From an optimization exercise on the open Yosys and OpenROAD flow, aimed at small area, a short achievable clock period and few clock cycles per item; shortcuts taken in it are not production practice.
At most, simulation tests tie the RTL to the original design; equivalence was not proved.
No functional check of the RTL was part of run 2.

==> flow/design.v, too long to show whole: its modules and the start of the top module <==
// module accel_dynamic_magnitude: 1722 lines
module accel_dynamic_magnitude
(
    input  logic        clk,
    input  logic        rst_n,
    input  logic        s_axis_tvalid,
    output logic        s_axis_tready,
    input  logic [47:0] s_axis_tdata,
    output logic        m_axis_tvalid,
    input  logic        m_axis_tready,
    output logic [23:0] m_axis_tdata,
    output logic        m_axis_tuser
);
  // ...
==> flow/run.sh <==
#!/bin/bash
# synth_recipe.tcl (not shown) runs the flow's synth.tcl, then flattens the netlist and writes it again
# the make line also repeats each setting of config.mk as NAME=value (left out here)
make -C /OpenROAD-flow-scripts/flow DESIGN_CONFIG=/design/flow/config.mk WORK_HOME=/design/flow/orfs CLKGATE_MAP_FILE= SYNTH_SCRIPT=/design/flow/synth_recipe.tcl finish
==> flow/config.mk <==
export PLATFORM = sky130hd
export DESIGN_NAME = accel_dynamic_magnitude
export DESIGN_NICKNAME = accel_dynamic_magnitude
export VERILOG_FILES = /design/flow/design.v
export SDC_FILE = /design/flow/constraint.sdc
export NUM_CORES = 4
export LEC_CHECK = 0
export ABC_CLOCK_PERIOD_IN_PS = 5500
export CAP_MARGIN = 20
export CORE_MARGIN = 2
export CORE_UTILIZATION = 40
export PLACE_DENSITY = 0.6
export SLEW_MARGIN = 20
==> flow/constraint.sdc <==
create_clock -name core_clock -period 12.0 [get_ports {clk}]
set_input_delay 2.4000 -clock core_clock [delete_from_list [all_inputs] [get_ports {clk}]]
set_output_delay 2.4000 -clock core_clock [all_outputs]
set_load 0.01 [all_outputs]
==> impl_metrics.json, run 1 <==
{
  "rsz0062_at_grt": "false",
  "cp-endpoint": "p2_cpa_b[24]",
  "final_util_pct": 44.3,
  "cap_viol_max_count": 0,
  "grt_use_total_pct": 19.8,
  "clock_buffers": 95,
  "max-slew-margin-rel_pct": 21.5,
  "synth-edff-count": 576,
  "ys_types": 105,
  "seq_cells": 699,
  "setup_viol": 0,
  "yosys-top-cells-count": "842 x inv_1, 633 x nand2_1, 603 x fa_1",
  "status": "timing/DRC/antenna clean",
  "worstPathMaxFanout": 14,
  "critPathCaptureType": "flop",
  "num_io_pins": 79,
  "netlist_area_um2": 60600,
  "use_met2_pct": 34.3,
  "layout_min_cycle_time_ns": 6.09,
  "wire_per_inst_um": 19.1,
  "r2r_start": "p1_dh0[0]",
  "min_from": "p8_sr13[2]",
  "hp-class": "flop to flop",
  "ff_latch_area_um2": 20300,
  "grt_pass1_vias": 43200
}
Testbench counts, summed over its fixed seeds: cycles 3,296, items 3,200.
==> run 2, diff against run 1 <==
--- a/flow/design.v
+++ b/flow/design.v
@@ -8,119 +8,125 @@
     input  logic        s_axis_tvalid,
     output logic        s_axis_tready,
     input  logic [47:0] s_axis_tdata,
     output logic        m_axis_tvalid,
     input  logic        m_axis_tready,
     output logic [23:0] m_axis_tdata,
     output logic        m_axis_tuser
 );
-    localparam logic [22:0] ACC_INIT = 23'd3;
     localparam int CAL_N = 100;
-    logic [22:0] acc [3];
-    logic [4:0]  rm [3];
+    logic [27:0] cr [3];
+    logic [1:0]  ph;
     logic [6:0]  cnt;
     logic [4:0]  dstep;
     logic        dividing;
     logic        calibrated;
     logic        cal_full;
+    logic        cal_busy;
+    logic        cal_step;
+    logic [27:0] pe_in, pe_out;
+    logic [15:0] u_sel;
+    logic [22:0] acc_in;
+    logic [5:0]  r2;
+    logic        ge;
     logic [20:0] q_eff [3];
     logic [3:0]  dl_reg [3];
-    logic        adv;
+    logic        adv, adv_base;
     logic        in_accept;
     logic        skid_v, out_v, out_u, skid_u;
     logic [20:0] out_d, skid_d;
     logic [20:0] res_root;
     logic        res_valid, res_tag;
-    assign adv           = !skid_v;
+    assign adv_base      = !skid_v;
+    assign cal_busy      = v1 && t1 && (ph != 2'd2);
+    assign adv           = adv_base && !cal_busy;
     assign cal_full      = (cnt == 7'(CAL_N));
     assign s_axis_tready = adv && !(cal_full && !calibrated);
     assign in_accept     = s_axis_tvalid && s_axis_tready;
+    assign cal_step      = dividing || (v1 && t1 && (!cal_busy || adv_base));
+    assign pe_in  = cr[2];
+    assign u_sel  = (ph == 2'd0) ? p1_dh2[15:0] : ((ph == 2'd1) ? p1_dh1[15:0] : p1_dh0[15:0]);
+    assign acc_in = (cnt == 7'd1) ? 23'd3 : pe_in[22:0];
+    assign r2     = {((dstep == 5'd0) ? 5'd0 : pe_in[27:23]), pe_in[22]};
+    assign ge     = (r2 >= 6'd25);
+    assign pe_out = dividing ? {(ge ? 5'(r2 - 6'd25) : r2[4:0]), pe_in[21:0], ge}
+                             : {pe_in[27:23], acc_in + 23'(u_sel)};
     for (genvar a = 0; a < 3; a++) begin : g_q
-        assign q_eff[a] = calibrated ? acc[a][20:0] : 21'd0;
+        assign q_eff[a] = calibrated ? cr[a][20:0] : 21'd0;
     end
     always_ff @(posedge clk)
     begin
         for (int a = 0; a < 3; a++)
         begin
-            dl_reg[a] <= 4'(4'd0 - acc[a][3:0]);
+            dl_reg[a] <= 4'(4'd0 - cr[a][3:0]);
+        end
+    end
+    always_ff @(posedge clk)
+    begin
+        if (cal_step)
+        begin
+            cr[0] <= pe_out;
+            cr[1] <= cr[0];
+            cr[2] <= cr[1];
         end
     end
     always_ff @(posedge clk or negedge rst_n)
     begin
         if (!rst_n)
         begin
             cnt        <= '0;
+            ph         <= '0;
             dividing   <= 1'b0;
             calibrated <= 1'b0;
             dstep      <= '0;
-            for (int a = 0; a < 3; a++)
-            begin
-                acc[a] <= ACC_INIT;
-                rm[a]  <= '0;
-            end
         end
         else
         begin
             if (in_accept && !calibrated)
             begin
                 cnt <= cnt + 1'b1;
             end
+            if (cal_step)
+            begin
+                ph <= (ph == 2'd2) ? 2'd0 : ph + 1'b1;
+            end
             if (dividing)
             begin
-                for (int a = 0; a < 3; a++)
+                if (ph == 2'd2)
                 begin
-                    if ({rm[a], acc[a][22]} >= 6'd25)
+                    dstep <= dstep + 1'b1;
+                    if (dstep == 5'd24)
                     begin
-                        rm[a]  <= 5'({rm[a], acc[a][22]} - 6'd25);
-                        acc[a] <= {acc[a][21:0], 1'b1};
-                    end
-                    else
-                    begin
-                        rm[a]  <= {rm[a][3:0], acc[a][22]};
-                        acc[a] <= {acc[a][21:0], 1'b0};
+                        dividing   <= 1'b0;
+                        calibrated <= 1'b1;
                     end
                 end
-                dstep <= dstep + 1'b1;
-                if (dstep == 5'd24)
-                begin
-                    dividing   <= 1'b0;
-                    calibrated <= 1'b1;
-                end
             end
-            else if (!calibrated)
+            else if (!calibrated && cal_full && !(v1 && t1))
             begin
-                if (adv && v1 && t1)
-                begin
-                    acc[0] <= acc[0] + 23'(p1_dh0[15:0]);
-                    acc[1] <= acc[1] + 23'(p1_dh1[15:0]);
-                    acc[2] <= acc[2] + 23'(p1_dh2[15:0]);
-                end
-                if (cal_full && !(v1 && t1))
-                begin
-                    dividing <= 1'b1;
-                end
+                dividing <= 1'b1;
             end
         end
     end
+    logic v0, t0;
+    assign v0 = in_accept;
+    assign t0 = !calibrated;
     logic [20:0] dfull0;
-    assign dfull0 = {s_axis_tdata[15] ^ 1'b1, s_axis_tdata[14:0], 4'b0000} - q_eff[0];
+    assign dfull0 = {{s_axis_tdata[15] ^ 1'b1, s_axis_tdata[14:0]}, 4'b0000} - q_eff[0];
     logic [16:0] dh0;
     assign dh0 = dfull0[20:4];
     logic [20:0] dfull1;
-    assign dfull1 = {s_axis_tdata[31] ^ 1'b1, s_axis_tdata[30:16], 4'b0000} - q_eff[1];
+    assign dfull1 = {{s_axis_tdata[31] ^ 1'b1, s_axis_tdata[30:16]}, 4'b0000} - q_eff[1];
     logic [16:0] dh1;
     assign dh1 = dfull1[20:4];
     logic [20:0] dfull2;
-    assign dfull2 = {s_axis_tdata[47] ^ 1'b1, s_axis_tdata[46:32], 4'b0000} - q_eff[2];
+    assign dfull2 = {{s_axis_tdata[47] ^ 1'b1, s_axis_tdata[46:32]}, 4'b0000} - q_eff[2];
     logic [16:0] dh2;
     assign dh2 = dfull2[20:4];
-    logic v0, t0;
-    assign v0 = in_accept;
-    assign t0 = !calibrated;
     logic [3:0] dl0;
     assign dl0 = dl_reg[0];
     logic [3:0] dl1;
     assign dl1 = dl_reg[1];
     logic [3:0] dl2;
     assign dl2 = dl_reg[2];
     logic [16:0] p1_dh0;
     always_ff @(posedge clk) if (adv) p1_dh0 <= dh0;
==> flow/flow/run.sh (new file) <==
#!/bin/bash
set -e
export SETUP_SLACK_MARGIN=${SETUP_SLACK_MARGIN_OVERRIDE:-7.5}
bash standard.sh > standard.log 2>&1
==> flow/standard.sh (new file) <==
#!/bin/bash
# synth_recipe.tcl (not shown) runs the flow's synth.tcl, then flattens the netlist and writes it again
# the make line also repeats each setting of config.mk as NAME=value (left out here)
make -C /OpenROAD-flow-scripts/flow DESIGN_CONFIG=/design/flow/config.mk WORK_HOME=/design/flow/orfs CLKGATE_MAP_FILE= SYNTH_SCRIPT=/design/flow/synth_recipe.tcl "${@:-finish}"
==> flow/config.mk (replaced) <==
export PLATFORM = sky130hd
export DESIGN_NAME = accel_dynamic_magnitude
export DESIGN_NICKNAME = accel_dynamic_magnitude
export VERILOG_FILES = /design/flow/design.v
export SDC_FILE = /design/flow/constraint.sdc
export NUM_CORES = 4
export LEC_CHECK = 0
export ABC_AREA = 1
export CAP_MARGIN = 20
export CORE_MARGIN = 2
export CORE_UTILIZATION = 40
export PLACE_DENSITY = 0.6
export SLEW_MARGIN = 20
export TNS_END_PERCENT = 5
removed: flow/run.sh
==> run 2 against run 1 <==
  * Sequential share of layout area grew 0.26 points
  * Critical path type unchanged
  * Sequential cell count grew 2
  * Via count grew 9.9%
  * Register-to-register slack gained 1.1 ns
  * Synthesized cell count grew 17%
  * Final area grew 1.5%
  * Final cell count grew 14%
  * Count of clock-buffer cells in the layout grew 9
  * Critical path depth grew 2
==> impl_metrics.json, run 2 <==
{
  "status": "timing/DRC/antenna clean",
  "netlist_area_um2": 61000,
  "grt_pass1_wl_um": 269000,
  "layout_min_cycle_time_ns": 4.97,
  "async_flop_share_pct": 4.14,
  "drt_wl_total_um": 173000,
  "gp_congestion": 0.935,
  "holdPathStages": 0,
  "antenna_left": 0,
  "cap_viol_max_count": 0,
  "dp_slack_ns": 6.41,
  "fin_ws_ns": 7.03,
  "crit_top_cell": "fa_1",
  "largest_register_ffs": 84,
  "hp-class": "flop to flop",
  "core_area_um2": 152000,
  "holdPathEnd": "p5_sr7[24]",
  "yosys.area.top_type": "edfxtp_1",
  "clkTransAtPathRegs_ns": 0.06,
  "synthMuxAreaShare_pct": 0.0164,
  "syn_to_final_growth_pct": 10.7,
  "synth_xor_area_share_pct": 3.75,
  "top_register": "cr",
  "worstPathMaxFanout": 11,
  "fp.dieW_um": 395,
  "nets": 8104,
  "num_antenna_cells": 0,
  "synth_top_cell_area_share_pct": 32.5,
  "layout_common_cells": "1,834 x nand2_1, 1,475 x inv_1, 660 x edfxtp_1, 577 x fa_1, 367 x ha_1",
  "final_common_cell": "nand2_1",
  "min_from": "p4_sr5[24]",
  "dr_total_vias": 46300,
  "grt_pass1_vias": 47300,
  "cts_num_sinks": 701,
  "ys_types": 63,
  "drive_gt1_share_pct": 5.64,
  "start_kind": "flop",
  "cp_num_buf_inv": 8,
  "num_io_pins": 79,
  "yosysMostFrequentCell": "nand2_1",
  "fin_crit_sh_pct": 41.4,
  "insertion_delay_ns": 0.70,
  "routed_via_density": 5.04,
  "drv_slew": 0,
  "setup_viol": 0,
  "path_class": "flop to flop",
  "grt_max_degree": 181,
  "max-slew-margin-rel_pct": 32.0,
  "seq_area_frac_synth_pct": 34.1,
  "fillerInstances": 14900,
  "portBuffers": 75,
  "cts_tree": "done",
  "drt_iter0_markers": 3701,
  "htreeDepth": 3,
  "wire_per_inst_um": 18.8,
  "critPathMaxStageDelay_ns": 0.58,
  "yosys_warnings": 4,
  "rsz0062_at_grt": "true",
  "reg2reg_setup_slack_ns": 7.03,
  "rows": 143,
  "yosys-top-cells-count": "1,838 x nand2_1, 1,483 x inv_1, 660 x edfxtp_1",
  "cp_slowest_cell": "fa_1",
  "start_util_pct": 40.2,
  "rr_endpoint": "p2_cpa_b[30]",
  "synth-simple-area-share_pct": 17.1,
  "cts_buffer_depth": 3,
  "synth-edff-count": 660,
  "yosys_register_bits": 701,
  "path_cells": "buf_6 > buf_4 > buf_6 > nand2_1 > inv_1 > fa_1 > inv_1 > fa_1 > fa_1 > inv_1 > fa_1 > inv_1 > fa_1 > fa_1 > inv_1 > fa_1",
  "dieArea_um2": 156000,
  "critPathTopFamily": "adder cells",
  "antenna_found_initial": 0,
  "r2r_start": "p1_dh0[13]",
  "numCtsBuffers": 81,
  "largestRegisters": "cr: 84 flops, p2_cpa_a: 42 flops, p2_cpa_b: 41 flops",
  "worstPathArrival_ns": 5.36,
  "netlist_instances": 6972,
  "overflow": 0,
  "reg2reg_depth": 16,
  "grt_use_total_pct": 22.3,
  "synth_flop_cell": "edfxtp_1",
  "synth_compound_area_share_pct": 7.34,
  "root_buffer": "clkbuf_16",
  "worstMarginPinSlew_ns": 1.02,
  "drt_first_pass_iters": 5,
  "drc_errors": 0,
  "max_freq_mhz": 201,
  "synthTopCellsByArea": "edfxtp_1 32%, fa_1 20%, nand2_1 11%",
  "synth_fa_ha_area_share_pct": 27.3,
  "hpwl_um": 130000,
  "syn_area_per_cell_um2": 8.75,
  "synth_top_family_by_area": "adder cells",
  "die_h_um": 395,
  "finalHoldViolCount": 0,
  "critPathCaptureType": "flop",
  "fin_worst_skew_ns": 0.0536,
  "cp.required_ns": 12.39,
  "fin_setup_tns_ns": 0
}
## run 2: cell count changes after synthesis, sizes merged, moves of 46 or more
cell and delta:
a21o -78, and2 -339, dfrtp -76, edfxtp +84, inv +646, mux2 -87
nand2 +1232, nand2b -46, nand3 +164, nor2b -48, o21a -47, o31ai -46
xnor2 -104, xor2 +53
## run 2: per-stage QoR
step / util, % / area, µm² / instances / hold slack, ns
after CTS: 44.4 / 67300 / 9170 / 0.370
after detailed placement: 42.2 / 64000 / 8955 / 0.405
after global routing: 44.5 / 67500 / 9180 / 0.379
after floorplan: - / 61000 / 6974 / 0.388
after global placement: 42.2 / 64000 / 8955 / 0.400
final: 44.5 / 67500 / 9180 / 0.378
## run 2: worst max-delay path by stage
stage / depth (start not counted) / startpoint / to
CTS: 14 / p1_dh0[1] / p2_cpa_b[24]
floorplan: 14 / dl_reg[0][0] / p2_cpa_b[19]
global placement: 12 / p1_dh0[5] / p2_cpa_b[19]
finish: 16 / p1_dh0[13] / p2_cpa_b[30]
global route: 14 / p1_dh0[15] / p2_cpa_b[25]
detailed placement: 12 / p1_dh0[6] / p2_cpa_b[21]
## run 2: cells by family after synthesis
kind of cell,after synthesis
other cells,1
mux,1
flops,701
compound gates,800
xor+xnor,261
simple gates,2561
buf+inv,1678
fa+ha+maj,969
## run 2: timing repair
item	4_1_cts	5_1_grt
cloned	2	3
pin swaps	38	10
gates resized for setup	64	41
buffers inserted	63	6
setup endpoints to repair	288	155
hold buffers	0	0
## run 2: per-layer routing
layer | share of wire (%) | global-route usage [%] | wire, µm | vias up
li1 | - | - | - | 22100
met1 | 42 | 29.1 | 72800 | 22300
met2 | 47 | 36.6 | 80300 | 1567
met3 | 7.0 | 4.01 | 12000 | 346
met4 | 4.4 | 8.98 | 7540 | 0
met5 | 0 | 0 | 0 | -
## run 2: final cells by class
cell class | count | area [µm²] | area share [%]
multi-input combinational | 4597 | 34000 | 50.4
sequential | 701 | 20800 | 30.8
inverter | 1492 | 5630 | 8.34
tap | 2030 | 2540 | 3.76
clock buffer | 104 | 2170 | 3.22
timing repair buffer | 208 | 1870 | 2.77
clock inverter | 46 | 438 | 0.649
timing repair inverter | 2 | 15.0 | 0.0222

==> what the ideal ports hide <==
In the flow no input, the clock included, has a driving cell. The finished layouts below were timed again as built, in two steps. Step 1, drivers: a clkbuf_16 drives clk and a buf_2 each remaining input, both assumed. Step 2 times the ports against the registers' clock, not the clock port: input delays grow and output delays shrink by t, the midpoint of the rising clock arrivals with the driver on. a / b / c = ideal / step 1 / step 2; a / b = the first two.
run	shift t [ns]	setup slack, ns	worst setup path after step 2
run 1	0.740	5.912 / 5.912 / 5.912	register to register
run 2	0.748	7.030 / 7.030 / 6.671	input to register
After both steps setup and hold are still met in every run listed. For run 2, which loses most, drivers alone change the setup slack by 0.000 ns; drivers and shift together by -0.359 ns.
